Source: an optimization exercise on an open RTL-to-GDS flow (aim: small area and a short achievable clock period). Production flows keep margins and buffers that such runs may drop. Where RTL was checked, it was by simulation tests only, not by an equivalence proof against the original. Only the layout flow was run in runs 2 to 5; the RTL was not checked for function there. No activity file was given, so power comes from the tool's default toggle rates.

## design/flow/design.v

```verilog
package types_pkg;
  typedef enum logic [1:0] {
    IDLE    = 2'd0,
    WAIT    = 2'd1,
    RESPOND = 2'd2
  } mem_resp_state_t;
  localparam int MEM_RESP_WAIT_DEFAULT = 2;
  localparam int MEM_RESP_DATA_W       = 16;
  localparam int MEM_RESP_ADDR_W       = 16;
  function automatic logic mem_resp_in_range(input logic [MEM_RESP_ADDR_W-1:0] addr,
                                             input int addr_bits);
    mem_resp_in_range = ((addr >> addr_bits) == {MEM_RESP_ADDR_W{1'b0}});
  endfunction
endpackage
module mem_resp_array
#(
  parameter int ADDR_BITS = 8,
  parameter int DATA_W    = types_pkg::MEM_RESP_DATA_W
) (
  input  logic                 clk,
  input  logic                 rst,
  input  logic                 we,
  input  logic [ADDR_BITS-1:0] waddr,
  input  logic [DATA_W-1:0]    wdata,
  input  logic [ADDR_BITS-1:0] raddr,
  output logic [DATA_W-1:0]    rdata
);
  localparam int DEPTH = 1 << ADDR_BITS;
  logic [DATA_W-1:0] mem_q [DEPTH];
  always_ff @(posedge clk or posedge rst) begin
    if (rst) begin
      for (int i = 0; i < DEPTH; i++) mem_q[i] <= '0;
    end else if (we) begin
      mem_q[waddr] <= wdata;
    end
  end
  assign rdata = mem_q[raddr];
endmodule
module mem_responder
#(
  parameter int WAIT_CYCLES = types_pkg::MEM_RESP_WAIT_DEFAULT,
  parameter int ADDR_BITS   = 8
) (
  input  logic        clk,
  input  logic        rst,
  input  logic        req_valid,
  input  logic        req_write,
  input  logic [15:0] req_addr,
  input  logic [15:0] req_wdata,
  input  logic        halt_sys,
  output logic        req_ready,
  output logic        rsp_valid,
  output logic [15:0] rsp_rdata,
  output logic        busy,
  output logic        stall
);
  localparam logic [3:0] WAIT_LOAD = 4'((WAIT_CYCLES > 0) ? WAIT_CYCLES - 1 : 0);
  types_pkg::mem_resp_state_t state_q, state_d;
  logic [3:0]  cnt_q, cnt_d;
  logic        write_q;
  logic [15:0] addr_q, wdata_q;
  logic [15:0] rdata_q, rdata_d;
  logic        err_q;
  logic        accept, enter_rsp;
  logic        txn_write, txn_ok, mem_we;
  logic [15:0] txn_addr, txn_wdata, mem_rdata;
  assign req_ready = (state_q == types_pkg::IDLE) && !halt_sys && !rst;
  assign accept    = req_valid && req_ready;
  assign stall     = req_valid && !req_ready;
  assign busy      = (state_q != types_pkg::IDLE);
  assign rsp_valid = (state_q == types_pkg::RESPOND);
  assign rsp_rdata = rdata_q;
  always_comb begin
    state_d   = state_q;
    cnt_d     = cnt_q;
    enter_rsp = 1'b0;
    unique case (state_q)
      types_pkg::IDLE: begin
        if (accept) begin
          if (WAIT_CYCLES == 0) begin
            state_d   = types_pkg::RESPOND;
            enter_rsp = 1'b1;
          end else begin
            state_d = types_pkg::WAIT;
            cnt_d   = WAIT_LOAD;
          end
        end
      end
      types_pkg::WAIT: begin
        if (cnt_q == 4'd0) begin
          state_d   = types_pkg::RESPOND;
          enter_rsp = 1'b1;
        end else begin
          cnt_d = cnt_q - 4'd1;
        end
      end
      types_pkg::RESPOND: state_d = types_pkg::IDLE;
      default: state_d = types_pkg::IDLE;
    endcase
  end
  assign txn_write = (state_q == types_pkg::IDLE) ? req_write : write_q;
  assign txn_addr  = (state_q == types_pkg::IDLE) ? req_addr  : addr_q;
  assign txn_wdata = (state_q == types_pkg::IDLE) ? req_wdata : wdata_q;
  logic unused_addr_hi;
  assign txn_ok         = 1'b1;
  assign unused_addr_hi = ^(txn_addr >> ADDR_BITS);
  assign mem_we = enter_rsp && txn_write && txn_ok;
  always_comb begin
    rdata_d = rdata_q;
    if (enter_rsp) begin
      if (txn_write)   rdata_d = txn_wdata;
      else if (txn_ok) rdata_d = mem_rdata;
      else             rdata_d = '0;
    end
  end
  always_ff @(posedge clk or posedge rst) begin
    if (rst) begin
      state_q <= types_pkg::IDLE;
      cnt_q   <= '0;
      write_q <= 1'b0;
      addr_q  <= '0;
      wdata_q <= '0;
      rdata_q <= '0;
      err_q   <= 1'b0;
    end else begin
      state_q <= state_d;
      cnt_q   <= cnt_d;
      rdata_q <= rdata_d;
      err_q   <= enter_rsp && !txn_ok;
      if (accept) begin
        write_q <= req_write;
        addr_q  <= req_addr;
        wdata_q <= req_wdata;
      end
    end
  end
  mem_resp_array #(
    .ADDR_BITS(ADDR_BITS),
    .DATA_W   (16)
  ) u_array (
    .clk  (clk),
    .rst  (rst),
    .we   (mem_we),
    .waddr(txn_addr[ADDR_BITS-1:0]),
    .wdata(txn_wdata),
    .raddr(txn_addr[ADDR_BITS-1:0]),
    .rdata(mem_rdata)
  );
endmodule
```

## design/flow/run.sh

```bash
#!/bin/bash
# synth_recipe.tcl (not shown) runs the flow's synth.tcl, then flattens the netlist and writes it again
# the make line also repeats each setting of config.mk as NAME=value (left out here)
make -C /OpenROAD-flow-scripts/flow DESIGN_CONFIG=/design/flow/config.mk WORK_HOME=/design/flow/orfs CLKGATE_MAP_FILE= SYNTH_SCRIPT=/design/flow/synth_recipe.tcl finish
```

## design/flow/config.mk

```make
export PLATFORM = sky130hd
export DESIGN_NAME = mem_responder
export DESIGN_NICKNAME = mem_responder
export VERILOG_FILES = /design/flow/design.v
export SDC_FILE = /design/flow/constraint.sdc
export NUM_CORES = 8
export LEC_CHECK = 0
export CAP_MARGIN = 20
export CORE_MARGIN = 2
export CORE_UTILIZATION = 40
export SLEW_MARGIN = 20
```

## design/flow/constraint.sdc

```tcl
create_clock -name core_clock -period 6.0 [get_ports {clk}]
set_input_delay 1.2000 -clock core_clock [delete_from_list [all_inputs] [get_ports {clk}]]
set_output_delay 1.2000 -clock core_clock [all_outputs]
set_load 0.01 [all_outputs]
```

==> results.yml, run 1 <==
finish:
  multi_input_area_sq_um: 65000
  fill_cells: 40400
  nets: 17700
  regArea_sq_um: 104000
  final_layout_size_suffix_gt1_frac: 0.132
  design_area_sq_um: 204000
  area_growth_pct: 17.5
clock_network:
  cts_buffer_depth: 4
  htreeDepth: 5
  post_cts_buffers: 0
  clock_latency_ns: 1.10
  cts_root_buffer: "clkbuf_16"
  clkTransAtPathRegs_ns: 0.06
  cts_hold_buf: 0
  cts_tree: "built"
  cts_made_buffers: 435
  post_cts_resized: 0
  cts.sink_count: 4143
timing:
  max-slew-margin-rel: 0.0861
  fmax_mhz: 171
  rsz0062_at_grt: "false"
  hold_violations: 0
  finalClockSkew_ns: 0.0874
  slew_violations: 0
  post-route-min-period_ns: 5.86
  worstMarginPinSlew_ns: 1.36
  setup_viol: 0
  fin_crit_sh: 0.976
synthesis:
  synth_area_sq_um: 174000
  ys_types: 82
  synth_edf_count: 0
  yosysWarnings: 3
  syn_avg_cell_area_sq_um: 9.90
  yosysSeqAreaShare: 0.597
  ys.flop_type: "dfrtp_1"
  syn-instance-count: 17600
  mappedNetlistNets: 17600
  ys_ff_latch: 4143
  async_reset_ff_frac: 1.00
flow_run:
  drv_cap: 0
critical_path:
  crit_path_end_kind: "flip-flop"
  cp_data_arrival_time_ns: 6.82
  crit_fanout: 27
  cp-start-kind: "flip-flop"
  worstReg2RegStart: "state_q[1]"
  cp.required_ns: 6.97
  r2r_cells: 16
  critPathKind: "reg -> reg"
  r2r_slack_ns: 0.14
  r2r-end: "rdata_q[5]"
route:
  avgViaCountPerCell: 6.31
  wl_per_cell_um: 34.2
  drt_iter0_drc: 24200
  ant_nets: 0
  dr.pass1.iters: 9
  vias: 150000
  routed_wl_um: 814000
  drc: 0
placement:
  routabilityCongestion: 1.05
  place_area_sq_um: 189000
  io_buffers: 48
  dp_hpwl_um: 570000
floorplanning:
  die_w_um: 663
  die_h_um: 663
  core-area_sq_um: 434000
  rows: 242
  dieArea_sq_um: 440000
  start_util: 0.401
  io_pins: 57
global_route:
  top_usage_layer: "met2"
  track_usage: 0.362
  grt_use_met1: 0.471
  antenna_found_initial: 79
  first_global_vias: 138000
  met2_usage: 0.496
  grt_max_degree: 181
  grt_overflow_total: 0
  grt_pass1_wl_um: 1120000
  grtUsageMet3: 0.130
worst_hold_path:
  hold_depth: 2
  hold_path_startpoint: "write_q"
  hold_class: "reg -> reg"
  hold-path-endpoint: "write_q"
power_and_ir_drop:
  power.density_nw_per_um2: 352
  netSwitchingFraction: 0.338
  internal_power_w: 0.0475
  p_clk_frac: 0.387
  seqPwrFrac: 0.407
  p_sw_w: 0.0243
  leakage_nw: 91.1
  ir_drop_uv: 560
  combPwrFrac: 0.206
  p_total_w: 0.0718
outcome:
  status: "no timing/DRC/antenna violations"
## worst max-delay path, stage by stage (launching register included)
cell	delay [ns]
dfrtp_1	0.40
nor2_4	0.57
inv_4	0.31
a31oi_4	0.50
buf_12	0.34
nor4_4	0.20
buf_6	0.24
buf_4	0.16
a221oi_1	0.73
nand4_1	0.27
nor4_2	0.81
buf_4	0.30
nand3_1	0.09
buf_4	0.21
nor4bb_1	0.29
buf_4	0.22
o31ai_1	0.08
## worst max-delay path by stage
stage	from	endpoint	cells after the start
5_1_grt	state_q[1]	rdata_q[5]	16
3_5_place_dp	req_addr[3]	rdata_q[11]	15
3_3_place_gp	req_addr[3]	rdata_q[5]	17
6_report	state_q[1]	rdata_q[5]	16
4_1_cts	state_q[1]	rdata_q[5]	16
2_1_floorplan	rst	addr_q[0]	1
## state kept, by name, summed over array words and instances (netlist names)
register / cells
u_array.mem_q: 4096
rdata_q: 16
wdata_q: 16
addr_q: 8
cnt_q: 4
state_q: 2
write_q: 1
## cell families (layout without fill, tap and decap cells)
kind of cell,count (synthesis),in the layout,share of synthesized area
other,0,64,0
muxes,18,18,0.00104
xor gates and xnor gates,4,4,0.000202
adders and majority gates,1,1,0.0000720
buffers and inverters,1752,2185,0.0432
DFF,4143,4143,0.597
and+or+nand+nor,5382,5382,0.138
AOI/OAI and AO/OA,6259,6259,0.221
## metal layers
layer | part of all wire | vias to the layer above
li1 | - | 62700
met3 | 0.13 | 2622
met2 | 0.40 | 10200
met1 | 0.38 | 74500
met5 | 0.00025 | -
met4 | 0.087 | 30
## stage by stage
stage / setup TNS [ns] / hold WS, ns / setup WS (ns) / std cells / utilization
6_report: 0 / 0.473 / 0.144 / 23800 / 0.471
3_5_place_dp: -0.896 / 0.461 / -0.184 / 22900 / 0.437
4_1_cts: 0 / 0.476 / 0.596 / 23700 / 0.470
5_1_grt: 0 / 0.489 / 0.178 / 23700 / 0.471
2_1_floorplan: - / 0.445 / -52.94 / 17600 / -
3_3_place_gp: -0.985 / 0.458 / -0.456 / 22900 / 0.436
## layout make-up
cell class | instances | area share
diodes | 64 | 0.000784
clock inverters | 113 | 0.00629
repair buffers | 1384 | 0.0670
inverters | 18 | 0.000361
clock buffers | 670 | 0.0645
well taps | 5734 | 0.0351
multi-input cells | 11700 | 0.318
flip-flops and latches | 4143 | 0.508
## cell usage in the layout, fill, tap and decap left out, types with 23 or more instances in the layout
cell,Yosys,routed
dfrtp_1,4143,4143
nand2_1,3004,3000
o21ai_0,2732,2729
nor2_1,1471,1456
a21oi_1,1419,1419
buf_4,61,1069
a22oi_1,773,773
a22o_1,573,573
a221oi_1,511,511
clkbuf_16,0,446
nand4_1,278,278
buf_12,1,244
nor4_4,27,204
clkbuf_8,0,117
a222oi_1,110,110
clkbuf_1,1335,107
nand3_1,91,90
nor4_1,126,78
diode_2,0,64
clkinv_2,0,58
and2_1,57,52
clkdlybuf4s50_1,0,48
nor4_2,172,43
nor3_1,65,41
nor3_2,4,23
## cell usage after synthesis (27+ instances only)
| master | instances | area, sq um |
|---|---|---|
| clkbuf_1 | 1335 | 5010 |
| nand4_1 | 278 | 1740 |
| o21ai_0 | 2732 | 13700 |
| and2_1 | 57 | 357 |
| a22oi_1 | 773 | 5800 |
| buf_4 | 61 | 458 |
| nor3_1 | 65 | 325 |
| a21oi_1 | 1419 | 7100 |
| nand3_1 | 91 | 455 |
| nor4_1 | 126 | 788 |
| dfrtp_1 | 4143 | 104000 |
| a222oi_1 | 110 | 1100 |
| nor4_2 | 172 | 2150 |
| a221oi_1 | 511 | 4480 |
| nand2_1 | 3004 | 11300 |
| a22o_1 | 573 | 5020 |
| nor2_1 | 1471 | 5520 |
| buf_2 | 283 | 1420 |
| nor4_4 | 27 | 574 |
| buf_6 | 39 | 439 |
## power by group through the flow
stage	logic (W)	registers, W	clock network [W]
after detailed placement	0.0142	0.0297	0
after floorplan	0.00700	0.0299	0
after global placement	0.0141	0.0297	0
after CTS	0.0142	0.0292	0.0278
after global routing	0.0149	0.0293	0.0289
final	0.0148	0.0293	0.0278
==> inputs of run 2 (changes only) <==
==> design/flow/design.v (replaced) <==
package types_pkg;
  typedef enum logic [1:0] {
    IDLE    = 2'd0,
    WAIT    = 2'd1,
    RESPOND = 2'd2
  } mem_resp_state_t;
  localparam int MEM_RESP_WAIT_DEFAULT = 2;
  localparam int MEM_RESP_DATA_W       = 16;
  localparam int MEM_RESP_ADDR_W       = 16;
  function automatic logic mem_resp_in_range(input logic [MEM_RESP_ADDR_W-1:0] addr,
                                             input int addr_bits);
    mem_resp_in_range = ((addr >> addr_bits) == {MEM_RESP_ADDR_W{1'b0}});
  endfunction
endpackage
module mem_resp_array
#(
  parameter int DATA_W = types_pkg::MEM_RESP_DATA_W
) (
  input  logic              clk,
  input  logic [7:0]        sel_hi,
  input  logic [7:0]        sel_lo,
  input  logic              wen,      
  input  logic              clr_n,    
  input  logic [DATA_W-1:0] wdata,
  input  logic              rslot,    
  output logic [DATA_W-1:0] rdata
);
  localparam int RINGS = 64;
  logic [DATA_W-1:0] s0_q [RINGS];
  logic [DATA_W-1:0] s1_q [RINGS];
  logic [DATA_W-1:0] s2_q [RINGS];
  logic [DATA_W-1:0] s3_q [RINGS];
  logic [DATA_W-1:0] tap  [RINGS];
  logic [7:0]        lo0, lo2, lo_w;
  assign lo0  = sel_lo & {8{~rslot}};
  assign lo2  = sel_lo & {8{rslot}};
  assign lo_w = sel_lo & {8{wen}};
  for (genvar r = 0; r < RINGS; r++) begin : g_ring
    logic we, hold;
    assign we   = sel_hi[r / 8] & lo_w[r % 8];
    assign hold = clr_n & ~we;
    always_ff @(posedge clk) begin
      s0_q[r] <= ({DATA_W{we}} & wdata) | ({DATA_W{hold}} & s3_q[r]);
      s1_q[r] <= s0_q[r];
      s2_q[r] <= s1_q[r];
      s3_q[r] <= s2_q[r];
    end
    assign tap[r] = ({DATA_W{sel_hi[r / 8] & lo0[r % 8]}} & s0_q[r]) |
                    ({DATA_W{sel_hi[r / 8] & lo2[r % 8]}} & s2_q[r]);
  end
  always_comb begin
    rdata = '0;
    for (int r = 0; r < RINGS; r++) rdata = rdata | tap[r];
  end
endmodule
module mem_responder
#(
  parameter int WAIT_CYCLES = types_pkg::MEM_RESP_WAIT_DEFAULT,
  parameter int ADDR_BITS   = 8
) (
  input  logic        clk,
  input  logic        rst,
  input  logic        req_valid,
  input  logic        req_write,
  input  logic [15:0] req_addr,
  input  logic [15:0] req_wdata,
  input  logic        halt_sys,
  output logic        req_ready,
  output logic        rsp_valid,
  output logic [15:0] rsp_rdata,
  output logic        busy,
  output logic        stall
);
  logic        busy_q, rsp_q, w1_q;
  logic [1:0]  ph_q;        
  logic [3:0]  clr_q;       
  logic        wr_q, wpend_q;
  logic [1:0]  slot_q;      
  logic [7:0]  hi_q, lo_q;  
  logic [15:0] rdata_q;
  logic        accept, land, capture, fresh;
  logic [7:0]  hi_d, lo_d;
  logic [15:0] tap_data;
  assign busy      = busy_q;
  assign rsp_valid = rsp_q;
  assign req_ready = !busy_q && !halt_sys && !rst;
  assign accept    = req_valid && req_ready;
  assign stall     = req_valid && !req_ready;
  assign rsp_rdata = rdata_q;
  assign land    = wpend_q && (slot_q == 2'd3);
  assign capture = !wr_q && busy_q && !rsp_q && !slot_q[0];
  assign fresh   = slot_q[1] ? clr_q[2] : clr_q[0];
  always_comb begin
    hi_d = '0;
    lo_d = '0;
    hi_d[req_addr[7:5]] = 1'b1;
    lo_d[req_addr[4:2]] = 1'b1;
  end
  always_ff @(posedge clk or posedge rst) begin
    if (rst) begin
      busy_q  <= 1'b0;
      rsp_q   <= 1'b0;
      w1_q    <= 1'b0;
      ph_q    <= 2'd0;
      clr_q   <= 4'd0;
      wpend_q <= 1'b0;
    end else begin
      busy_q  <= accept || (busy_q && !rsp_q);
      w1_q    <= accept;
      rsp_q   <= busy_q && !w1_q && !rsp_q;
      ph_q    <= ph_q + 2'd1;
      clr_q   <= {clr_q[2:0], 1'b1};
      wpend_q <= (accept && req_write) || (wpend_q && !land);
    end
  end
  always_ff @(posedge clk) begin
    slot_q <= accept ? req_addr[1:0] + ph_q + 2'd1 : slot_q + 2'd1;
    if (accept) begin
      wr_q <= req_write;
      hi_q <= hi_d;
      lo_q <= lo_d;
    end
    if (accept)       rdata_q <= req_wdata;
    else if (capture) rdata_q <= fresh ? tap_data : 16'h0000;
  end
  mem_resp_array #(
    .DATA_W(16)
  ) u_array (
    .clk   (clk),
    .sel_hi(hi_q),
    .sel_lo(lo_q),
    .wen   (land),
    .clr_n (clr_q[3]),
    .wdata (rdata_q),
    .rslot (slot_q[1]),
    .rdata (tap_data)
  );
endmodule
--- a/design/flow/config.mk
+++ b/design/flow/config.mk
@@ -9,3 +9,4 @@
 export CORE_MARGIN = 2
 export CORE_UTILIZATION = 40
+export SETUP_SLACK_MARGIN = 3.0
 export SLEW_MARGIN = 20
==> run 2 against run 1 <==
Die area is 34% lower. Clock-buffer cell count decreased by 91. Via count decreased by 50%. Register-to-register slack better by 2.5 ns. Still clean on timing, DRC and antenna. Synthesized area shrank 34%. Sequential cell count down 2. Non-clock buffer count decreased by 985. Wire length decreased by 52%. First-iteration DRC count decreased by 64%.
==> results.yml, run 2 <==
outcome:
  status: "no timing/DRC/antenna violations"
synthesis:
  netlist_top_cells_area: "dfxtp_1 72%, nand2_1 7.3%, o21ai_0 4.5%"
  yosys.area_share.adder: 0.000877
  yosysSeqAreaShare: 0.729
  syn-instance-count: 10000
  syn_avg_cell_area_sq_um: 11.4
  ys_types: 59
  synthMuxAreaShare: 0.0405
  synth.most_common_cell: "dfxtp_1"
  synth_commonest_cells: "4098 x dfxtp_1, 2214 x nand2_1, 1020 x o21ai_0"
  synth_compound_area_frac: 0.109
  ys_ff_latch: 4141
  ys.flop_type: "dfxtp_1"
  yosysTopAreaCellShare: 0.718
  synthSimpleGateAreaFrac: 0.0921
  synth_edf_count: 33
  synth_area_sq_um: 114000
  mappedNetlistNets: 10100
  synth_top_family_by_area: "compound AO/OA/AOI/OAI gates"
  synth_xor_area_frac: 0.000230
  async_reset_ff_frac: 0.00241
  yosysWarnings: 7
  yosys.area.top_type: "dfxtp_1"
power_and_ir_drop:
  p_sw_w: 0.0170
  p_clk_frac: 0.400
  internal_power_w: 0.0463
  netSwitchingFraction: 0.269
  power.density_nw_per_um2: 469
  p_total_w: 0.0633
  ir_drop_uv: 295
  leakage_nw: 50.7
  combPwrFrac: 0.130
  seqPwrFrac: 0.470
timing:
  worstMarginPinSlew_ns: 1.16
  setup_viol: 0
  rsz0062_at_grt: "true"
  hold_violations: 0
  whs_ns: 0.276
  post-route-min-period_ns: 3.40
  max-slew-margin-rel: 0.225
  setup_slack_ns: 2.60
  fmax_mhz: 294
  finalClockSkew_ns: 0.0701
  slew_violations: 0
  fin_setup_tns_ns: 0
  fin_crit_sh: 0.567
critical_path:
  cp_slowest_cell: "a222oi_1"
  critPathMaxStageDelay_ns: 0.65
  crit_path_end_kind: "flip-flop"
  crit_fanout: 5
  crit_chain: "buf_12 -> nor2b_4 -> a22o_1 -> a222oi_1 -> nand4_1 -> a2111oi_2 -> a32oi_1"
  cp-start-kind: "flip-flop"
  critPathKind: "reg -> reg"
  cp_data_arrival_time_ns: 4.01
  r2r_slack_ns: 2.60
  cp.required_ns: 6.60
clock_network:
  htreeDepth: 5
  cts.sink_count: 4141
  clock_latency_ns: 0.94
  cts_hold_buf: 0
  clkTransAtPathRegs_ns: 0.06
  cts_made_buffers: 396
  cts_root_buffer: "clkbuf_16"
  cts_tree: "built"
  cts_buffer_depth: 4
placement:
  io_buffers: 48
  dp_worst_setup_slack_ns: 1.75
  routabilityCongestion: 0.986
  dp_hpwl_um: 244000
floorplanning:
  io_pins: 57
  die_h_um: 538
  core-area_sq_um: 284000
  start_util: 0.401
  rows: 196
  dieArea_sq_um: 290000
  die_w_um: 538
route:
  wl_per_cell_um: 27.8
  ant_nets: 0
  dr.pass1.iters: 6
  drt_iter0_drc: 8747
  vias: 74900
  routed_wl_um: 393000
  avgViaCountPerCell: 5.30
  drc: 0
finish:
  nets: 10100
  area_growth_pct: 18.2
  most-common-layout-cells: "4097 x dfxtp_1, 2193 x nand2_1, 1020 x o21ai_0"
  layout_commonest_cell: "dfxtp_1"
  final_layout_size_suffix_gt1_frac: 0.120
global_route:
  track_usage: 0.262
  grt_pass1_wl_um: 550000
  antenna_found_initial: 27
  first_global_vias: 73300
  grt_max_degree: 161
  grt_overflow_total: 0
flow_run:
  drv_cap: 0
worst_hold_path:
  hold_class: "in -> async"
==> run 2: cell count changes after synthesis, moves of 231 or more <==
cell / delta
o21ai_0: -1712
mux2i_1: +427
nand2_1: -790
a21oi_1: -1306
a221oi_1: -430
a22o_1: -433
dfrtp_1: -4133
a22oi_1: -518
buf_2: -231
nor2_1: -1337
dfxtp_1: +4098
clkbuf_1: -712
==> run 2: worst paths after layout <==
check / from / depth (start not counted) / endpoint
max: hi_q[4] / 7 / rdata_q[5]
min: rst / 2 / w1_q
max reg2reg: hi_q[4] / 7 / rdata_q[5]
min reg2reg: u_array.s1_q[26][11] / 0 / u_array.s2_q[26][11]
max in group asynchronous: rst / 2 / clr_q[3]
min in group core_clock: u_array.s1_q[26][11] / 0 / u_array.s2_q[26][11]
==> run 2: repair_timing <==
action,CTS,global route
gates resized for setup,370,64
setup buffers,105,7
pin swaps,74,40
gates cloned,29,1
endpoints found under the setup margin,1060,50
==> run 2: kinds of logic (layout without fill, tap and decap cells) <==
logic type,after synthesis,in the layout
xor gates and xnor gates,3,3
muxes,460,460
adders and majority gates,8,8
AOI/OAI and AO/OA,2000,2000
other,1,9
DFF,4141,4141
and+or+nand+nor,2626,2633
buffers and inverters,766,1133
==> run 2: cell type report <==
class / instances / area [sq um]
antenna: 8 / 20.0
clock buffer: 579 / 11500
clock inverter: 142 / 1770
fill: 25100 / 150000
inverter: 13 / 56.3
multi-input combinational: 5105 / 29200
sequential: 4141 / 83300
tap: 3762 / 4710
timing repair buffer: 399 / 4400
==> run 2: per-stage QoR <==
step | cells | utilization | area, sq um
after floorplan | 10000 | - | 114000
after global placement | 13300 | 0.415 | 118000
after detailed placement | 13300 | 0.415 | 118000
after CTS | 14100 | 0.473 | 135000
after global routing | 14100 | 0.474 | 135000
final | 14100 | 0.474 | 135000
==> run 2: per-layer routing <==
| layer | routed length, um | up-vias | track usage |
|---|---|---|---|
| met4 | 28200 | 12 | 0.167 |
| li1 | - | 33800 | - |
| met5 | 86 | - | 0 |
| met1 | 164000 | 36900 | 0.348 |
| met3 | 35900 | 804 | 0.0615 |
| met2 | 165000 | 3404 | 0.381 |
==> run 2: power by group through the flow <==
stage               logic, W  registers [W]  clock network, W
floorplan            0.00361         0.0299                 0
global placement     0.00635         0.0303                 0
detailed placement   0.00636         0.0304                 0
CTS                  0.00790         0.0297            0.0255
global route         0.00829         0.0298            0.0267
finish               0.00822         0.0297            0.0253
==> run 2: worst max-delay path: cells and delay by family, from the launching register on <==
kind | cells | cell delay, ns
buf+inv | 1 | 0.23
compound gates | 4 | 1.47
flops | 1 | 0.56
simple gates | 2 | 0.82
==> inputs of run 3 (changes only) <==
--- a/design/flow/config.mk
+++ b/design/flow/config.mk
@@ -8,5 +8,7 @@
 export CAP_MARGIN = 20
 export CORE_MARGIN = 2
-export CORE_UTILIZATION = 40
+export CORE_UTILIZATION = 65
+export CTS_CLUSTER_DIAMETER = 100
+export CTS_CLUSTER_SIZE = 30
 export SETUP_SLACK_MARGIN = 3.0
 export SLEW_MARGIN = 20
==> run 3 against run 2 <==
Worst hold slack better by 0.050 ns. Clock power is 49% lower. Critical path type unchanged. Highest routed layer unchanged. Still clean. Fmax is 1.5% lower.
==> results.yml, run 3 <==
finish:
  most-common-layout-cells: "4097 x dfxtp_1, 2190 x nand2_1, 1019 x o21ai_0"
  nets: 9821
  area_growth_pct: 7.70
  layout_commonest_cell: "dfxtp_1"
  fill_cells: 12600
  final_layout_size_suffix_gt1_frac: 0.0706
timing:
  fin_setup_tns_ns: 0
  setup_slack_ns: 2.54
  hold_violations: 0
  slew_violations: 0
  finalClockSkew_ns: 0.0334
  setup_viol: 0
  rsz0062_at_grt: "true"
  fmax_mhz: 289
  fin_crit_sh: 0.576
  worstMarginPinSlew_ns: 1.32
  post-route-min-period_ns: 3.46
  max-slew-margin-rel: 0.117
clock_network:
  clock_latency_ns: 0.86
  htreeDepth: 4
  cts_buffer_depth: 3
  cts_made_buffers: 156
  cts_hold_buf: 0
  cts_tree: "built"
  clkTransAtPathRegs_ns: 0.11
  cts_root_buffer: "clkbuf_16"
  cts.sink_count: 4141
synthesis:
  synth_edf_count: 33
  synth.most_common_cell: "dfxtp_1"
  synth_area_sq_um: 114000
  yosys.area.top_type: "dfxtp_1"
  yosysSeqAreaShare: 0.729
  synthMuxAreaShare: 0.0405
  ys_ff_latch: 4141
  ys_types: 59
  mappedNetlistNets: 10100
  async_reset_ff_frac: 0.00241
  yosysTopAreaCellShare: 0.718
  yosys.area_share.adder: 0.000877
  syn-instance-count: 10000
  ys.flop_type: "dfxtp_1"
  synth_xor_area_frac: 0.000230
  syn_avg_cell_area_sq_um: 11.4
  synthSimpleGateAreaFrac: 0.0921
  synth_compound_area_frac: 0.109
  synth_commonest_cells: "4098 x dfxtp_1, 2214 x nand2_1, 1020 x o21ai_0"
  yosysWarnings: 7
  netlist_top_cells_area: "dfxtp_1 72%, nand2_1 7.3%, o21ai_0 4.5%"
  synth_top_family_by_area: "compound AO/OA/AOI/OAI gates"
floorplanning:
  die_h_um: 423
  core-area_sq_um: 174000
  dieArea_sq_um: 179000
  die_w_um: 423
  io_pins: 57
  rows: 153
  start_util: 0.656
global_route:
  grt_pass1_wl_um: 497000
  antenna_found_initial: 28
  track_usage: 0.384
  first_global_vias: 70000
  grt_max_degree: 183
  grt_overflow_total: 0
power_and_ir_drop:
  power.density_nw_per_um2: 408
  ir_drop_uv: 332
  leakage_nw: 45.7
  p_total_w: 0.0502
critical_path:
  cp-start-kind: "flip-flop"
  critPathKind: "reg -> reg"
  cp_common_cell: "buf_4"
  crit_path_end_kind: "flip-flop"
  crit_fanout: 10
  cp_data_arrival_time_ns: 4.03
  critPathMaxStageDelay_ns: 0.69
  crit_path_start: "slot_q[1]"
  crit_chain: "buf_12 -> buf_4 -> nor2b_2 -> buf_4 -> a22o_1 -> a22oi_1 -> nand4_1 -> a2111oi_4 -> buf_4 -> a32oi_1"
  cp_slowest_cell: "a22oi_1"
  cp.required_ns: 6.57
  worstReg2RegStart: "slot_q[1]"
route:
  wl_per_cell_um: 28.9
  vias: 72600
  ant_nets: 0
  drt_iter0_drc: 8343
  routed_wl_um: 351000
  drc: 0
  dr.pass1.iters: 10
  avgViaCountPerCell: 5.99
placement:
  io_buffers: 48
  routabilityCongestion: 0.976
  dp_hpwl_um: 226000
  dp_worst_setup_slack_ns: 1.45
worst_hold_path:
  hold_path_startpoint: "u_array.s1_q[58][11]"
  hold_class: "reg -> reg"
outcome:
  status: "no timing/DRC/antenna violations"
flow_run:
  drv_cap: 0
[run 3: changes by cell type in the layout (fill, tap and decap cells not counted), moves of 11 or more]
cell,change
and2_1,+11
and2_4,-17
buf_12,-16
buf_4,-21
bufbuf_16,-12
bufinv_16,-29
clkbuf_1,-83
clkbuf_16,-240
clkbuf_8,-78
clkinv_2,-70
clkinvlp_4,-20
[run 3: final cells by class]
cell class              count  area [sq um]  area share
well taps                2325          2910      0.0237
clock inverters             3          47.5    0.000387
clock buffers             174          4040      0.0328
multi-input cells        5099         28800       0.234
flip-flops and latches   4141         83300       0.677
diodes                     14          35.0    0.000285
repair buffers            365          3820      0.0311
inverters                  13          53.8    0.000437
[run 3: stage by stage]
stage	hold WS, ns	cell area [sq um]	util	cells
floorplan	0.310	114000	-	10000
global placement	0.310	116000	0.668	11800
detailed placement	0.312	116000	0.668	11800
CTS	0.319	122000	0.702	12100
global route	0.335	123000	0.706	12100
finish	0.325	123000	0.706	12100
[run 3: kinds of logic after synthesis]
kind of cell	count (synthesis)
simple gates	2626
other cells	1
fa+ha+maj	8
mux	460
buf+inv	766
xor+xnor	3
flops	4141
compound gates	2000
[run 3: where the power goes]
group | switching, W | leakage, nW | internal (W)
Clock | 0.00794 | 2.00 | 0.00485
Sequential | 0.000756 | 33.5 | 0.0289
Combinational | 0.00523 | 10.2 | 0.00250
[run 3: metal layers]
layer,GRT usage,up-vias,wire (um),part of all wire
met2,0.568,3317,151000,0.43
met5,0,-,174,0.00050
met3,0.0797,862,30800,0.088
met4,0.252,26,27100,0.077
li1,-,33000,-,-
met1,0.512,35500,142000,0.40
[run 3: path summary, 6_finish.rpt]
check,end,slack (ns),depth (start not counted)
min in group asynchronous,wpend_q,0.35,2
max,rdata_q[9],2.54,10
max in group asynchronous,clr_q[3],5.31,2
min,u_array.s2_q[58][11],0.33,0
min reg2reg,u_array.s2_q[58][11],0.33,0
max reg2reg,rdata_q[9],2.54,10
[run 3: repair_timing]
item | 4_1_cts | 5_1_grt
setup buffers | 66 | 17
endpoints found under the setup margin | 546 | 85
gates cloned | 12 | 5
resized for setup | 234 | 85
pin swaps | 56 | 54
[run 3: critical path, delay by kind of cell, from the launching register on]
kind,cells,cell delay (ns)
and+or+nand+nor,2,0.35
AOI/OAI and AO/OA,4,1.54
buffers and inverters,4,0.77
DFF,1,0.48
==> inputs of run 4 (changes only) <==
--- a/design/flow/design.v
+++ b/design/flow/design.v
@@ -20,8 +20,9 @@
   input  logic [7:0]        sel_hi,
   input  logic [7:0]        sel_lo,
-  input  logic              wen,      
+  input  logic              rd0,
+  input  logic              rd2,
+  input  logic              wr,
   input  logic              clr_n,    
   input  logic [DATA_W-1:0] wdata,
-  input  logic              rslot,    
   output logic [DATA_W-1:0] rdata
 );
@@ -32,20 +33,21 @@
   logic [DATA_W-1:0] s3_q [RINGS];
   logic [DATA_W-1:0] tap  [RINGS];
-  logic [7:0]        lo0, lo2, lo_w;
-  assign lo0  = sel_lo & {8{~rslot}};
-  assign lo2  = sel_lo & {8{rslot}};
-  assign lo_w = sel_lo & {8{wen}};
   for (genvar r = 0; r < RINGS; r++) begin : g_ring
-    logic we, hold;
-    assign we   = sel_hi[r / 8] & lo_w[r % 8];
+    logic we, hold, t0, t2;
+    logic [DATA_W-1:0] s0_d;
+    mem_resp_entry #(.DATA_W(DATA_W)) u_entry (
+      .we(we), .hold(hold), .wdata(wdata), .q(s3_q[r]), .d(s0_d)
+    );
+    assign we   = sel_hi[r / 8] & sel_lo[r % 8] & wr;
     assign hold = clr_n & ~we;
+    assign t0   = sel_hi[r / 8] & sel_lo[r % 8] & rd0;
+    assign t2   = sel_hi[r / 8] & sel_lo[r % 8] & rd2;
     always_ff @(posedge clk) begin
-      s0_q[r] <= ({DATA_W{we}} & wdata) | ({DATA_W{hold}} & s3_q[r]);
+      s0_q[r] <= s0_d;
       s1_q[r] <= s0_q[r];
       s2_q[r] <= s1_q[r];
       s3_q[r] <= s2_q[r];
     end
-    assign tap[r] = ({DATA_W{sel_hi[r / 8] & lo0[r % 8]}} & s0_q[r]) |
-                    ({DATA_W{sel_hi[r / 8] & lo2[r % 8]}} & s2_q[r]);
+    assign tap[r] = ({DATA_W{t0}} & s0_q[r]) | ({DATA_W{t2}} & s2_q[r]);
   end
   always_comb begin
@@ -53,4 +55,16 @@
     for (int r = 0; r < RINGS; r++) rdata = rdata | tap[r];
   end
+endmodule
+module mem_resp_entry
+#(
+  parameter int DATA_W = 16
+) (
+  input  logic              we,
+  input  logic              hold,
+  input  logic [DATA_W-1:0] wdata,
+  input  logic [DATA_W-1:0] q,
+  output logic [DATA_W-1:0] d
+);
+  assign d = ({DATA_W{we}} & wdata) | ({DATA_W{hold}} & q);
 endmodule
 module mem_responder
@@ -75,9 +89,13 @@
   logic [1:0]  ph_q;        
   logic [3:0]  clr_q;       
-  logic        wr_q, wpend_q;
+  logic        write_q;     
+  logic        wpend_q;     
+  logic        rd0_q, rd2_q, cap_q, wr_q;
   logic [1:0]  slot_q;      
   logic [7:0]  hi_q, lo_q;  
   logic [15:0] rdata_q;
-  logic        accept, land, capture, fresh;
+  logic        accept, land;
+  logic        rd_d, cap_d, wpend_d;
+  logic [1:0]  slot_d;
   logic [7:0]  hi_d, lo_d;
   logic [15:0] tap_data;
@@ -88,7 +106,9 @@
   assign stall     = req_valid && !req_ready;
   assign rsp_rdata = rdata_q;
-  assign land    = wpend_q && (slot_q == 2'd3);
-  assign capture = !wr_q && busy_q && !rsp_q && !slot_q[0];
-  assign fresh   = slot_q[1] ? clr_q[2] : clr_q[0];
+  assign land    = wr_q;
+  assign slot_d  = accept ? req_addr[1:0] + ph_q : slot_q + 2'd1;
+  assign rd_d    = (accept && !req_write) || (w1_q && !write_q);
+  assign cap_d   = rd_d && !slot_d[0];
+  assign wpend_d = (accept && req_write) || (wpend_q && !land);
   always_comb begin
     hi_d = '0;
@@ -102,7 +122,11 @@
       rsp_q   <= 1'b0;
       w1_q    <= 1'b0;
-      ph_q    <= 2'd0;
+      ph_q    <= 2'd1;
       clr_q   <= 4'd0;
       wpend_q <= 1'b0;
+      wr_q    <= 1'b0;
+      rd0_q   <= 1'b0;
+      rd2_q   <= 1'b0;
+      cap_q   <= 1'b0;
     end else begin
       busy_q  <= accept || (busy_q && !rsp_q);
@@ -111,16 +135,20 @@
       ph_q    <= ph_q + 2'd1;
       clr_q   <= {clr_q[2:0], 1'b1};
-      wpend_q <= (accept && req_write) || (wpend_q && !land);
+      wpend_q <= wpend_d;
+      wr_q    <= wpend_d && (slot_d == 2'd3);
+      cap_q   <= cap_d;
+      rd0_q   <= cap_d && !slot_d[1];
+      rd2_q   <= cap_d && slot_d[1] && clr_q[1];
     end
   end
   always_ff @(posedge clk) begin
-    slot_q <= accept ? req_addr[1:0] + ph_q + 2'd1 : slot_q + 2'd1;
+    slot_q <= slot_d;
     if (accept) begin
-      wr_q <= req_write;
-      hi_q <= hi_d;
-      lo_q <= lo_d;
+      write_q <= req_write;
+      hi_q    <= hi_d;
+      lo_q    <= lo_d;
     end
-    if (accept)       rdata_q <= req_wdata;
-    else if (capture) rdata_q <= fresh ? tap_data : 16'h0000;
+    if (accept)     rdata_q <= req_wdata;
+    else if (cap_q) rdata_q <= tap_data;
   end
   mem_resp_array #(
@@ -130,8 +158,9 @@
     .sel_hi(hi_q),
     .sel_lo(lo_q),
-    .wen   (land),
+    .rd0   (rd0_q),
+    .rd2   (rd2_q),
+    .wr    (wr_q),
     .clr_n (clr_q[3]),
     .wdata (rdata_q),
-    .rslot (slot_q[1]),
     .rdata (tap_data)
   );
--- a/design/flow/config.mk
+++ b/design/flow/config.mk
@@ -13,2 +13,4 @@
 export SETUP_SLACK_MARGIN = 3.0
 export SLEW_MARGIN = 20
+export SYNTH_HIERARCHICAL = 1
+export SYNTH_MINIMUM_KEEP_SIZE = 0
==> run 4 against run 3 <==
Sequential cell count up 4. Combinational power is 62% lower. Largest cell class unchanged. Register-to-register slack lost 0.29 ns. Critical path depth is 1 lower.
==> results.yml, run 4 <==
synthesis:
  synth_edf_count: 33
  yosys.area.top_type: "dfxtp_1"
  netlist_top_cells_area: "dfxtp_1 73%, a22o_1 5.9%, a22oi_1 4.4%"
  synth_commonest_cells: "4098 x dfxtp_1, 751 x a22o_1, 661 x a22oi_1"
  synth.most_common_cell: "dfxtp_1"
  ys_types: 62
  yosysTopAreaCellShare: 0.733
  synth_area_sq_um: 112000
  syn-instance-count: 7910
  ys.flop_type: "dfxtp_1"
  syn_avg_cell_area_sq_um: 14.1
  ys_ff_latch: 4145
  async_reset_ff_frac: 0.00338
  yosysSeqAreaShare: 0.745
  yosysWarnings: 18
  mappedNetlistNets: 7956
global_route:
  first_global_vias: 65100
  antenna_found_initial: 41
  grt_max_degree: 129
  track_usage: 0.437
  grt_pass1_wl_um: 531000
  grt_overflow_total: 0
route:
  avgViaCountPerCell: 6.94
  wl_per_cell_um: 39.1
  vias: 71200
  drc: 0
  ant_nets: 0
  routed_wl_um: 401000
  drt_iter0_drc: 11200
  dr.pass1.iters: 7
timing:
  worstMarginPinSlew_ns: 1.25
  hold_violations: 0
  max-slew-margin-rel: 0.168
  finalClockSkew_ns: 0.0450
  slew_violations: 0
  post-route-min-period_ns: 3.75
  setup_viol: 0
  fin_setup_tns_ns: 0
  fmax_mhz: 267
  fin_crit_sh: 0.624
  rsz0062_at_grt: "true"
floorplanning:
  start_util: 0.653
  dieArea_sq_um: 175000
  rows: 152
  die_w_um: 419
  io_pins: 57
  core-area_sq_um: 171000
  die_h_um: 419
critical_path:
  r2r-end: "rdata_q[12]"
  worstReg2RegStart: "rd2_q"
  crit_fanout: 85
  cp.required_ns: 6.64
  cp-start-kind: "flip-flop"
  cp_data_arrival_time_ns: 4.39
  r2r_cells: 9
  critPathKind: "reg -> reg"
  crit_path_end_kind: "flip-flop"
  r2r_slack_ns: 2.25
flow_run:
  drv_cap: 0
clock_network:
  cts_made_buffers: 156
  cts_tree: "built"
  htreeDepth: 4
  cts.sink_count: 4145
  clock_latency_ns: 0.88
  cts_root_buffer: "clkbuf_16"
  cts_buffer_depth: 3
  cts_hold_buf: 0
  clkTransAtPathRegs_ns: 0.11
power_and_ir_drop:
  leakage_nw: 45.8
  power.density_nw_per_um2: 382
  ir_drop_uv: 380
  p_total_w: 0.0467
finish:
  area_growth_pct: 9.34
  most-common-layout-cells: "4098 x dfxtp_1, 744 x a22o_1, 534 x a22oi_1"
  layout_commonest_cell: "dfxtp_1"
  final_layout_size_suffix_gt1_frac: 0.183
  nets: 7966
outcome:
  status: "no timing/DRC/antenna violations"
worst_hold_path:
  hold_class: "reg -> reg"
  hold_depth: 0
  hold_path_startpoint: "u_array.s1_q[8][9]"
  hold-path-endpoint: "u_array.s2_q[8][9]"
placement:
  routabilityCongestion: 1.05
  dp_hpwl_um: 255000
  io_buffers: 48
run 4: cell types whose count changed after synthesis, moves of 394 or more:
cell	before	now
nand2_1	2214	104
o21ai_0	1020	86
a22o_1	140	751
mux2i_1	445	0
a22oi_1	255	661
clkbuf_1	623	229
run 4: layout make-up:
| type | count | area, sq um |
|---|---|---|
| inverter | 10 | 52.6 |
| antenna | 15 | 37.5 |
| timing repair buffer | 477 | 5330 |
| sequential | 4145 | 83400 |
| fill | 11700 | 49000 |
| clock buffer | 177 | 4090 |
| multi-input combinational | 3130 | 26500 |
| tap | 2310 | 2890 |
| clock inverter | 1 | 30.0 |
run 4: how the worst max path moves through the flow:
stage          slack (ns)     endpoint  cells after the start      from
2_1_floorplan        3.11        stall                      2  halt_sys
3_3_place_gp         1.73   rdata_q[1]                      8   hi_q[0]
3_5_place_dp         1.70   rdata_q[7]                      8   hi_q[2]
4_1_cts              2.70   rdata_q[7]                     10     rd0_q
5_1_grt              2.36  rdata_q[12]                      9   lo_q[3]
6_report             2.25  rdata_q[12]                      9     rd2_q
run 4: per-stage QoR:
| stage | hold slack (ns) | setup WS, ns | cell area, sq um | std cells | util |
|---|---|---|---|---|---|
| after floorplan | 0.310 | 3.11 | 112000 | 7910 | - |
| after CTS | 0.327 | 2.70 | 120000 | 10200 | 0.703 |
| after global placement | 0.310 | 1.73 | 113000 | 9872 | 0.657 |
| final | 0.322 | 2.25 | 122000 | 10300 | 0.714 |
| after global routing | 0.333 | 2.36 | 122000 | 10300 | 0.714 |
| after detailed placement | 0.312 | 1.70 | 113000 | 9876 | 0.657 |
run 4: cell families after synthesis:
logic type / Yosys count / share of synthesized area
other cells: 1 / 0.0000335
flops: 4145 / 0.745
simple gates: 781 / 0.0388
buf+inv: 642 / 0.0436
fa+ha+maj: 9 / 0.00101
compound gates: 2324 / 0.171
xor+xnor: 8 / 0.000626
run 4: critical path, cell delays in order, from the launching register on:
cell,delay [ns]
dfrtp_4,0.53
buf_12,0.17
buf_12,0.18
nand4_1,0.22
o21ai_2,0.12
nor4_4,0.47
nand4_1,0.73
or4_1,0.73
nand2_1,0.11
nand2_1,0.06
run 4: metal layers:
layer / part of all wire / wire length, um / vias up / track usage
li1: - / - / 29000 / -
met1: 0.40 / 159000 / 36200 / 0.612
met2: 0.40 / 160000 / 4944 / 0.587
met3: 0.14 / 55100 / 966 / 0.157
met4: 0.066 / 26700 / 34 / 0.240
met5: 0.00076 / 306 / - / 0
run 4: timing repair:
item / CTS / global route
cloned: 22 / 28
setup endpoints to repair: 290 / 37
pin swaps: 102 / 117
buffers inserted: 82 / 64
gates resized for setup: 517 / 196
run 4: power breakdown:
| part | switching (W) | leakage [nW] | internal (W) |
|---|---|---|---|
| logic | 0.00204 | 10.2 | 0.000904 |
| registers | 0.00118 | 33.6 | 0.0296 |
| clock network | 0.00805 | 2.01 | 0.00490 |
==> inputs of run 5 (changes only) <==
--- a/design/flow/design.v
+++ b/design/flow/design.v
@@ -18,9 +18,8 @@
 ) (
   input  logic              clk,
-  input  logic [7:0]        sel_hi,
-  input  logic [7:0]        sel_lo,
-  input  logic              rd0,
-  input  logic              rd2,
-  input  logic              wr,
+  input  logic [7:0]        lo,
+  input  logic [7:0]        rd0,
+  input  logic [7:0]        rd2,
+  input  logic [7:0]        wr,
   input  logic              clr_n,    
   input  logic [DATA_W-1:0] wdata,
@@ -28,43 +27,83 @@
 );
   localparam int RINGS = 64;
-  logic [DATA_W-1:0] s0_q [RINGS];
-  logic [DATA_W-1:0] s1_q [RINGS];
-  logic [DATA_W-1:0] s2_q [RINGS];
-  logic [DATA_W-1:0] s3_q [RINGS];
-  logic [DATA_W-1:0] tap  [RINGS];
+  logic [DATA_W-1:0] s0_q  [RINGS];
+  logic [DATA_W-1:0] s1_q  [RINGS];
+  logic [DATA_W-1:0] s2_q  [RINGS];
+  logic [DATA_W-1:0] s3_q  [RINGS];
+  logic [DATA_W-1:0] s0_d  [RINGS];
+  logic [DATA_W-1:0] tap_n [RINGS];    
+  logic [DATA_W-1:0] or4   [16];       
+  logic [DATA_W-1:0] or8_n [8];        
+  logic [DATA_W-1:0] or16  [4];        
+  logic [DATA_W-1:0] or32_n [2];       
   for (genvar r = 0; r < RINGS; r++) begin : g_ring
     logic we, hold, t0, t2;
-    logic [DATA_W-1:0] s0_d;
-    mem_resp_entry #(.DATA_W(DATA_W)) u_entry (
-      .we(we), .hold(hold), .wdata(wdata), .q(s3_q[r]), .d(s0_d)
-    );
-    assign we   = sel_hi[r / 8] & sel_lo[r % 8] & wr;
+    assign we   = wr[r / 8] & lo[r % 8];
     assign hold = clr_n & ~we;
-    assign t0   = sel_hi[r / 8] & sel_lo[r % 8] & rd0;
-    assign t2   = sel_hi[r / 8] & sel_lo[r % 8] & rd2;
+    assign t0   = rd0[r / 8] & lo[r % 8];
+    assign t2   = rd2[r / 8] & lo[r % 8];
     always_ff @(posedge clk) begin
-      s0_q[r] <= s0_d;
+      s0_q[r] <= s0_d[r];
       s1_q[r] <= s0_q[r];
       s2_q[r] <= s1_q[r];
       s3_q[r] <= s2_q[r];
     end
-    assign tap[r] = ({DATA_W{t0}} & s0_q[r]) | ({DATA_W{t2}} & s2_q[r]);
-  end
-  always_comb begin
-    rdata = '0;
-    for (int r = 0; r < RINGS; r++) rdata = rdata | tap[r];
-  end
-endmodule
-module mem_resp_entry
-#(
-  parameter int DATA_W = 16
-) (
-  input  logic              we,
-  input  logic              hold,
-  input  logic [DATA_W-1:0] wdata,
-  input  logic [DATA_W-1:0] q,
-  output logic [DATA_W-1:0] d
-);
-  assign d = ({DATA_W{we}} & wdata) | ({DATA_W{hold}} & q);
+    for (genvar b = 0; b < DATA_W; b++) begin : g_bit
+      mem_resp_ao22 u_entry (
+        .a1(we), .a2(wdata[b]), .b1(hold), .b2(s3_q[r][b]), .y(s0_d[r][b])
+      );
+      mem_resp_aoi22 u_tap (
+        .a1(t0), .a2(s0_q[r][b]), .b1(t2), .b2(s2_q[r][b]), .y(tap_n[r][b])
+      );
+    end
+  end
+  for (genvar b = 0; b < DATA_W; b++) begin : g_tree
+    for (genvar i = 0; i < 16; i++) begin : g_l2
+      mem_resp_nand4 u_g (
+        .a(tap_n[4*i][b]), .b(tap_n[4*i+1][b]), .c(tap_n[4*i+2][b]), .d(tap_n[4*i+3][b]),
+        .y(or4[i][b])
+      );
+    end
+    for (genvar i = 0; i < 8; i++) begin : g_l3
+      mem_resp_nor2 u_g (.a(or4[2*i][b]), .b(or4[2*i+1][b]), .y(or8_n[i][b]));
+    end
+    for (genvar i = 0; i < 4; i++) begin : g_l4
+      mem_resp_nand2 u_g (.a(or8_n[2*i][b]), .b(or8_n[2*i+1][b]), .y(or16[i][b]));
+    end
+    for (genvar i = 0; i < 2; i++) begin : g_l5
+      mem_resp_nor2 u_g (.a(or16[2*i][b]), .b(or16[2*i+1][b]), .y(or32_n[i][b]));
+    end
+    mem_resp_nand2 u_l6 (.a(or32_n[0][b]), .b(or32_n[1][b]), .y(rdata[b]));
+  end
+endmodule
+module mem_resp_ao22 (
+  input  logic a1, a2, b1, b2,
+  output logic y
+);
+  assign y = (a1 & a2) | (b1 & b2);
+endmodule
+module mem_resp_aoi22 (
+  input  logic a1, a2, b1, b2,
+  output logic y
+);
+  assign y = ~((a1 & a2) | (b1 & b2));
+endmodule
+module mem_resp_nand4 (
+  input  logic a, b, c, d,
+  output logic y
+);
+  assign y = ~(a & b & c & d);
+endmodule
+module mem_resp_nand2 (
+  input  logic a, b,
+  output logic y
+);
+  assign y = ~(a & b);
+endmodule
+module mem_resp_nor2 (
+  input  logic a, b,
+  output logic y
+);
+  assign y = ~(a | b);
 endmodule
 module mem_responder
@@ -91,12 +130,13 @@
   logic        write_q;     
   logic        wpend_q;     
-  logic        rd0_q, rd2_q, cap_q, wr_q;
+  logic        cap_q;       
+  logic [7:0]  rd0_q, rd2_q, wr_q;
   logic [1:0]  slot_q;      
   logic [7:0]  hi_q, lo_q;  
   logic [15:0] rdata_q;
   logic        accept, land;
-  logic        rd_d, cap_d, wpend_d;
+  logic        rd_d, cap_d, rd0_d, rd2_d, wpend_d, wr_d;
   logic [1:0]  slot_d;
-  logic [7:0]  hi_d, lo_d;
+  logic [7:0]  hi_d, lo_d, hi_n;
   logic [15:0] tap_data;
   assign busy      = busy_q;
@@ -106,9 +146,12 @@
   assign stall     = req_valid && !req_ready;
   assign rsp_rdata = rdata_q;
-  assign land    = wr_q;
+  assign land    = |wr_q;
   assign slot_d  = accept ? req_addr[1:0] + ph_q : slot_q + 2'd1;
   assign rd_d    = (accept && !req_write) || (w1_q && !write_q);
   assign cap_d   = rd_d && !slot_d[0];
+  assign rd0_d   = cap_d && !slot_d[1];
+  assign rd2_d   = cap_d && slot_d[1] && clr_q[1];
   assign wpend_d = (accept && req_write) || (wpend_q && !land);
+  assign wr_d    = wpend_d && (slot_d == 2'd3);
   always_comb begin
     hi_d = '0;
@@ -117,4 +160,5 @@
     lo_d[req_addr[4:2]] = 1'b1;
   end
+  assign hi_n = accept ? hi_d : hi_q;
   always_ff @(posedge clk or posedge rst) begin
     if (rst) begin
@@ -125,8 +169,8 @@
       clr_q   <= 4'd0;
       wpend_q <= 1'b0;
-      wr_q    <= 1'b0;
-      rd0_q   <= 1'b0;
-      rd2_q   <= 1'b0;
       cap_q   <= 1'b0;
+      wr_q    <= '0;
+      rd0_q   <= '0;
+      rd2_q   <= '0;
     end else begin
       busy_q  <= accept || (busy_q && !rsp_q);
@@ -136,8 +180,8 @@
       clr_q   <= {clr_q[2:0], 1'b1};
       wpend_q <= wpend_d;
-      wr_q    <= wpend_d && (slot_d == 2'd3);
       cap_q   <= cap_d;
-      rd0_q   <= cap_d && !slot_d[1];
-      rd2_q   <= cap_d && slot_d[1] && clr_q[1];
+      wr_q    <= hi_n & {8{wr_d}};
+      rd0_q   <= hi_n & {8{rd0_d}};
+      rd2_q   <= hi_n & {8{rd2_d}};
     end
   end
@@ -156,6 +200,5 @@
   ) u_array (
     .clk   (clk),
-    .sel_hi(hi_q),
-    .sel_lo(lo_q),
+    .lo    (lo_q),
     .rd0   (rd0_q),
     .rd2   (rd2_q),
==> run 5 against run 4 <==
Clock skew shrank 0.0069 ns. Sequential power decreased by 6%. Die area down 0.72%. Still clean. Critical path depth decreased by 7. Cell area shrank 1.5%. Fmax up 23%. Synthesized cell count down 9.4%. Register-to-register slack gained 0.75 ns. Wire length shrank 32%.
==> results.yml, run 5 <==
outcome:
  status: "no timing/DRC/antenna violations"
finish:
  nets: 7585
  layout_commonest_cell: "dfxtp_1"
  final_layout_size_suffix_gt1_frac: 0.202
  area_growth_pct: 8.44
  most-common-layout-cells: "4106 x dfxtp_1, 1025 x a22oi_2, 1024 x a22o_1"
timing:
  rsz0062_at_grt: "true"
  fin_crit_sh: 0.507
  setup_viol: 0
  whs_ns: 0.308
  max-slew-margin-rel: 0.204
  finalClockSkew_ns: 0.0381
  fmax_mhz: 329
  worstMarginPinSlew_ns: 1.19
  post-route-min-period_ns: 3.04
  fin_setup_tns_ns: 0
  slew_violations: 0
  hold_violations: 0
route:
  drt_iter0_drc: 4718
  vias: 60000
  routed_wl_um: 272000
  wl_per_cell_um: 27.8
  drc: 0
  avgViaCountPerCell: 6.13
  dr.pass1.iters: 5
  ant_nets: 0
critical_path:
  r2r_cells: 12
  crit_fanout: 26
  cp-start-kind: "flip-flop"
  worstReg2RegStart: "lo_q[5]"
  cp_data_arrival_time_ns: 1.84
  crit_path_end_kind: "primary output"
  crit_path_start: "rdata_q[9]"
  cp.required_ns: 4.80
  critPathKind: "reg -> out"
synthesis:
  synth_edf_count: 25
  yosysWarnings: 22
  syn_avg_cell_area_sq_um: 15.5
  ys_types: 50
  synth_commonest_cells: "4106 x dfxtp_1, 1025 x a22oi_2, 1024 x a22o_1"
  async_reset_ff_frac: 0.00840
  ys_ff_latch: 4166
  mappedNetlistNets: 7215
  netlist_top_cells_area: "dfxtp_1 74%, a22oi_2 12%, a22o_1 8.1%"
  yosys.area.top_type: "dfxtp_1"
  synth_area_sq_um: 111000
  ys.flop_type: "dfxtp_1"
  synth.most_common_cell: "dfxtp_1"
  syn-instance-count: 7169
  yosysSeqAreaShare: 0.755
  yosysTopAreaCellShare: 0.740
floorplanning:
  core-area_sq_um: 170000
  io_pins: 57
  rows: 151
  dieArea_sq_um: 174000
  die_w_um: 417
  die_h_um: 417
  start_util: 0.655
power_and_ir_drop:
  leakage_nw: 44.6
  power.density_nw_per_um2: 358
  ir_drop_uv: 300
clock_network:
  cts_made_buffers: 156
  cts_buffer_depth: 3
  cts_tree: "built"
  cts_hold_buf: 0
  cts_root_buffer: "clkbuf_16"
  cts.sink_count: 4166
  clock_latency_ns: 0.87
  htreeDepth: 4
  clkTransAtPathRegs_ns: 0.11
placement:
  io_buffers: 48
  routabilityCongestion: 0.845
  dp_hpwl_um: 164000
flow_run:
  drv_cap: 0
global_route:
  first_global_vias: 60500
  grt_overflow_total: 0
  track_usage: 0.308
  antenna_found_initial: 20
  grt_max_degree: 54
  grt_pass1_wl_um: 402000
worst_hold_path:
  hold_depth: 0
  hold_path_startpoint: "u_array.s1_q[6][9]"
  hold_class: "reg -> reg"
-- run 5: cell types whose count changed after synthesis, moves of 90 or more --
cell | previous run | this run
a22o_1 | 751 | 1024
a22o_2 | 384 | 0
a22oi_1 | 661 | 6
a22oi_2 | 15 | 1025
and2_1 | 14 | 200
and3_1 | 98 | 2
buf_6 | 211 | 2
clkbuf_1 | 229 | 1
nor4_1 | 92 | 2
o22ai_1 | 229 | 0
-- run 5: power breakdown --
part / switching, W / leakage (nW) / internal (W)
Combinational: 0.000934 / 8.68 / 0.000403
Sequential: 0.000408 / 33.8 / 0.0285
Clock: 0.00787 / 2.09 / 0.00506
Total: 0.00921 / 44.6 / 0.0339
-- run 5: final cells by class --
type	count	area [sq um]
inverter	14	57.6
sequential	4166	83800
multi-input combinational	2944	27100
tap	2218	2780
antenna	13	32.5
timing repair buffer	257	2370
clock buffer	174	4180
fill	11400	49200
clock inverter	6	81.3
-- run 5: worst max-delay path, stage by stage, from the launching register on --
cell      delay [ns]
edfxtp_1        0.43
buf_12          0.25
buf_2           0.27
-- run 5: modules after synthesis, one instance, submodules excluded, excerpt --
module | cells | cell area, sq um | flip-flops and latches | copies in the design
mem_resp_aoi22 | 1 | 12.5 | 0 | 1024
mem_resp_nor2 | 1 | 3.75 | 0 | 160
mem_resp_nand2 | 1 | 3.75 | 0 | 80
mem_resp_nand4 | 1 | 6.26 | 0 | 256
mem_resp_ao22 | 1 | 8.76 | 0 | 1024
mem_responder | 234 | 2840 | 70 | 1
-- run 5: cells by family after synthesis --
group | Yosys count | synth area share
buffers and inverters | 59 | 0.00344
AO/OA/AOI/OAI | 2139 | 0.203
other | 1 | 0.0000338
AND/OR/NAND/NOR | 789 | 0.0376
adder cells (fa/ha/maj) | 9 | 0.00101
XOR/XNOR | 6 | 0.000597
flip-flops | 4166 | 0.755
-- run 5: metal layers --
metal  global-route usage  vias up  wire, um
li1                     -    27200         -
met1                0.459    31000    129000
met2                0.468     1548    121000
met3               0.0391      346     13300
met4                0.101        0      8530
met5                    0        -         0
-- run 5: worst paths after layout --
kind                                      end  slack (ns)
setup / recovery                 rsp_rdata[9]        2.96
hold / removal             u_array.s2_q[6][9]        0.31
setup reg to reg                  rdata_q[14]        3.00
hold reg to reg            u_array.s2_q[6][9]        0.31
max in group asynchronous            clr_q[3]        4.81
min in group asynchronous               rsp_q        0.62
-- run 5: what timing repair did --
action,CTS,global route
setup endpoints to repair,56,31
gates cloned,4,0
pin swaps,1,1
buffers inserted,48,2
resized for setup,98,41
-- run 5: per-stage QoR --
stage | total power (W) | instance area, sq um | setup WS [ns] | std cells | utilization
2_1_floorplan | 0.0300 | 111000 | 3.08 | 7169 | -
3_3_place_gp | 0.0307 | 115000 | 1.99 | 9540 | 0.679
3_5_place_dp | 0.0307 | 115000 | 1.95 | 9545 | 0.680
4_1_cts | 0.0433 | 120000 | 2.83 | 9777 | 0.709
5_1_grt | 0.0444 | 120000 | 2.92 | 9784 | 0.710
6_report | 0.0432 | 120000 | 2.96 | 9792 | 0.710
==> inputs of run 6 (changes only) <==
--- a/design/flow/design.v
+++ b/design/flow/design.v
@@ -32,5 +32,5 @@
   logic [DATA_W-1:0] s3_q  [RINGS];
   logic [DATA_W-1:0] s0_d  [RINGS];
-  logic [DATA_W-1:0] tap_n [RINGS];    
+  logic [RINGS-1:0]  t0, t2;
   logic [DATA_W-1:0] or4   [16];       
   logic [DATA_W-1:0] or8_n [8];        
@@ -38,9 +38,9 @@
   logic [DATA_W-1:0] or32_n [2];       
   for (genvar r = 0; r < RINGS; r++) begin : g_ring
-    logic we, hold, t0, t2;
+    logic we, hold;
     assign we   = wr[r / 8] & lo[r % 8];
     assign hold = clr_n & ~we;
-    assign t0   = rd0[r / 8] & lo[r % 8];
-    assign t2   = rd2[r / 8] & lo[r % 8];
+    assign t0[r] = rd0[r / 8] & lo[r % 8];
+    assign t2[r] = rd2[r / 8] & lo[r % 8];
     always_ff @(posedge clk) begin
       s0_q[r] <= s0_d[r];
@@ -53,13 +53,12 @@
         .a1(we), .a2(wdata[b]), .b1(hold), .b2(s3_q[r][b]), .y(s0_d[r][b])
       );
-      mem_resp_aoi22 u_tap (
-        .a1(t0), .a2(s0_q[r][b]), .b1(t2), .b2(s2_q[r][b]), .y(tap_n[r][b])
-      );
     end
   end
   for (genvar b = 0; b < DATA_W; b++) begin : g_tree
     for (genvar i = 0; i < 16; i++) begin : g_l2
-      mem_resp_nand4 u_g (
-        .a(tap_n[4*i][b]), .b(tap_n[4*i+1][b]), .c(tap_n[4*i+2][b]), .d(tap_n[4*i+3][b]),
+      mem_resp_tap4 u_g (
+        .t0(t0[4*i+3:4*i]), .t2(t2[4*i+3:4*i]),
+        .a({s0_q[4*i+3][b], s0_q[4*i+2][b], s0_q[4*i+1][b], s0_q[4*i][b]}),
+        .b({s2_q[4*i+3][b], s2_q[4*i+2][b], s2_q[4*i+1][b], s2_q[4*i][b]}),
         .y(or4[i][b])
       );
@@ -83,15 +82,9 @@
   assign y = (a1 & a2) | (b1 & b2);
 endmodule
-module mem_resp_aoi22 (
-  input  logic a1, a2, b1, b2,
-  output logic y
-);
-  assign y = ~((a1 & a2) | (b1 & b2));
-endmodule
-module mem_resp_nand4 (
-  input  logic a, b, c, d,
-  output logic y
-);
-  assign y = ~(a & b & c & d);
+module mem_resp_tap4 (
+  input  logic [3:0] t0, t2, a, b,
+  output logic       y
+);
+  assign y = |((t0 & a) | (t2 & b));
 endmodule
 module mem_resp_nand2 (
==> run 6 against run 5 <==
Still clean on timing, DRC and antenna. Clock power about the same. Via count up 0.70%. Synthesized area down 4.6%. Cell area down 4.8%. Power down 0.39%. Register-to-register slack about the same. Clock skew down 0.011 ns. Setup slack better by 0.032 ns. Utilization down 0.40 points. Global-route usage up 1.2 points. Sequential cell count unchanged.
==> results.yml, run 6 <==
clock_network:
  cts_tree: "built"
  clkTransAtPathRegs_ns: 0.11
  cts_root_buffer: "clkbuf_16"
  cts_buffer_depth: 3
  clock_latency_ns: 0.82
  cts.sink_count: 4166
  cts_made_buffers: 156
  htreeDepth: 4
  cts_hold_buf: 0
placement:
  io_buffers: 48
  routabilityCongestion: 0.845
  dp_hpwl_um: 160000
  place_area_sq_um: 110000
timing:
  fin_setup_tns_ns: 0
  whs_ns: 0.321
  fin_crit_sh: 0.501
  worstMarginPinSlew_ns: 1.06
  finalClockSkew_ns: 0.0269
  setup_viol: 0
  post-route-min-period_ns: 3.01
  fmax_mhz: 332
  slew_violations: 0
  rsz0062_at_grt: "true"
  hold_violations: 0
  max-slew-margin-rel: 0.290
power_and_ir_drop:
  p_clk_frac: 0.299
  netSwitchingFraction: 0.213
  combPwrFrac: 0.030
  seqPwrFrac: 0.671
  power.density_nw_per_um2: 375
  ir_drop_uv: 353
  leakage_nw: 44.1
  p_sw_w: 0.00915
  internal_power_w: 0.0338
finish:
  design_area_sq_um: 115000
  final_layout_size_suffix_gt1_frac: 0.0592
  most-common-layout-cells: "4106 x dfxtp_1, 1030 x a22oi_1, 1024 x a22o_1"
  fill_cells: 11200
  nets: 7524
  layout_commonest_cell: "dfxtp_1"
  area_growth_pct: 8.21
route:
  drc: 0
  routed_wl_um: 273000
  topRoutingLayerUsed: "met5"
  wl_met2_um: 114000
  ant_nets: 0
  met3_wirelength_um: 21600
  vias: 60500
  wirelength_met1_um: 128000
  drt_iter0_drc: 6513
  dr.pass1.iters: 6
  wl_per_cell_um: 28.2
  avgViaCountPerCell: 6.24
outcome:
  status: "no timing/DRC/antenna violations"
critical_path:
  cp.required_ns: 6.58
  crit_fanout: 20
  crit_path_end_kind: "flip-flop"
  cp-start-kind: "flip-flop"
  cp_data_arrival_time_ns: 3.59
  critPathKind: "reg -> reg"
synthesis:
  yosysTopAreaCellShare: 0.776
  syn-instance-count: 7169
  syn_avg_cell_area_sq_um: 14.8
  ys_ff_latch: 4166
  synth_edf_count: 25
  netlist_top_cells_area: "dfxtp_1 78%, a22o_1 8.5%, a22oi_1 7.3%"
  yosysSeqAreaShare: 0.791
  yosysWarnings: 21
  yosys.area.top_type: "dfxtp_1"
  async_reset_ff_frac: 0.00840
  synth_area_sq_um: 106000
  mappedNetlistNets: 7215
  ys_types: 50
  synth_commonest_cells: "4106 x dfxtp_1, 1030 x a22oi_1, 1024 x a22o_1"
  synth.most_common_cell: "dfxtp_1"
  ys.flop_type: "dfxtp_1"
floorplanning:
  start_util: 0.652
  core-area_sq_um: 162000
  die_h_um: 408
  io_pins: 57
  rows: 148
  die_w_um: 408
  dieArea_sq_um: 166000
global_route:
  first_global_vias: 59200
  grt_max_degree: 41
  track_usage: 0.319
  grt_pass1_wl_um: 395000
  grt_overflow_total: 0
  antenna_found_initial: 12
worst_hold_path:
  hold_class: "reg -> reg"
flow_run:
  drv_cap: 0
run 6: per-stage QoR:
| stage | setup slack [ns] | power (W) | cells | utilization |
|---|---|---|---|---|
| final | 2.99 | 0.0430 | 9682 | 0.706 |
| after global routing | 2.94 | 0.0442 | 9677 | 0.706 |
| after CTS | 2.96 | 0.0431 | 9673 | 0.705 |
| after detailed placement | 2.20 | 0.0306 | 9458 | 0.675 |
| after global placement | 2.18 | 0.0306 | 9458 | 0.675 |
| after floorplan | 3.08 | 0.0299 | 7169 | - |
run 6: metal layers:
metal,up-vias,GRT usage
met5,-,0
met4,4,0.0995
met3,384,0.0555
met2,2344,0.455
met1,30600,0.497
li1,27100,-
run 6: logic make-up (layout without fill, tap and decap cells):
group / count (synthesis) / count (layout) / share of synthesized area
buffers and inverters: 59 / 391 / 0.00360
AO/OA/AOI/OAI: 2139 / 2139 / 0.164
flip-flops: 4166 / 4166 / 0.791
adder cells (fa/ha/maj): 9 / 9 / 0.00106
other: 1 / 7 / 0.0000354
AND/OR/NAND/NOR: 789 / 789 / 0.0395
XOR/XNOR: 6 / 6 / 0.000626
run 6: area by class of cell:
cell class / instances / area, sq um / area share
clock buffers: 173 / 4120 / 0.0359
multi-input cells: 2944 / 22000 / 0.191
flip-flops and latches: 4166 / 83800 / 0.731
inverters: 14 / 57.6 / 0.000502
repair buffers: 196 / 1880 / 0.0164
diodes: 6 / 15.0 / 0.000131
well taps: 2175 / 2720 / 0.0237
clock inverters: 8 / 91.3 / 0.000797
run 6: power groups by stage:
stage | combinational, W | sequential, W | clock [W]
2_1_floorplan | 0.000481 | 0.0294 | 0
3_3_place_gp | 0.00114 | 0.0295 | 0
3_5_place_dp | 0.00115 | 0.0295 | 0
4_1_cts | 0.00127 | 0.0288 | 0.0129
5_1_grt | 0.00134 | 0.0289 | 0.0139
6_report | 0.00130 | 0.0289 | 0.0128
run 6: final timing paths:
path / start / endpoint / slack (ns) / depth (start not counted)
worst max-delay path: lo_q[6] / rdata_q[11] / 2.99 / 10
worst min-delay path: u_array.s1_q[34][7] / u_array.s2_q[34][7] / 0.32 / 0
worst max register to register: lo_q[6] / rdata_q[11] / 2.99 / 10
worst min register to register: u_array.s1_q[34][7] / u_array.s2_q[34][7] / 0.32 / 0
max in group asynchronous: rst / clr_q[3] / 4.85 / 2
min in group asynchronous: rst / ph_q[1] / 0.57 / 2
run 6: Yosys stat by module, one instance, submodules excluded, a selection:
module          cells inside  cell area [sq um]  copies in the design  flops+latches
mem_resp_ao22              1               8.76                  1024              0
mem_resp_tap4              5               36.3                   256              0
mem_responder            234               2840                     1             70
mem_resp_nor2              1               3.75                   160              0
mem_resp_nand2             1               3.75                    80              0
run 6: critical path: stages, from the launching register on:
cell	delay [ns]
edfxtp_1	0.48
buf_4	0.30
and2_1	0.54
a22oi_1	0.32
nand4_1	0.23
nor2_2	0.31
nand2_1	0.19
nor2_1	0.21
nand2_1	0.07
nand2_1	0.06
nand2_1	0.05
run 6: timing repair:
action,in CTS,in global routing
gates resized for setup,137,41
buffers inserted,29,3
setup endpoints to repair,36,19
cloned,5,0
pin swaps,2,3
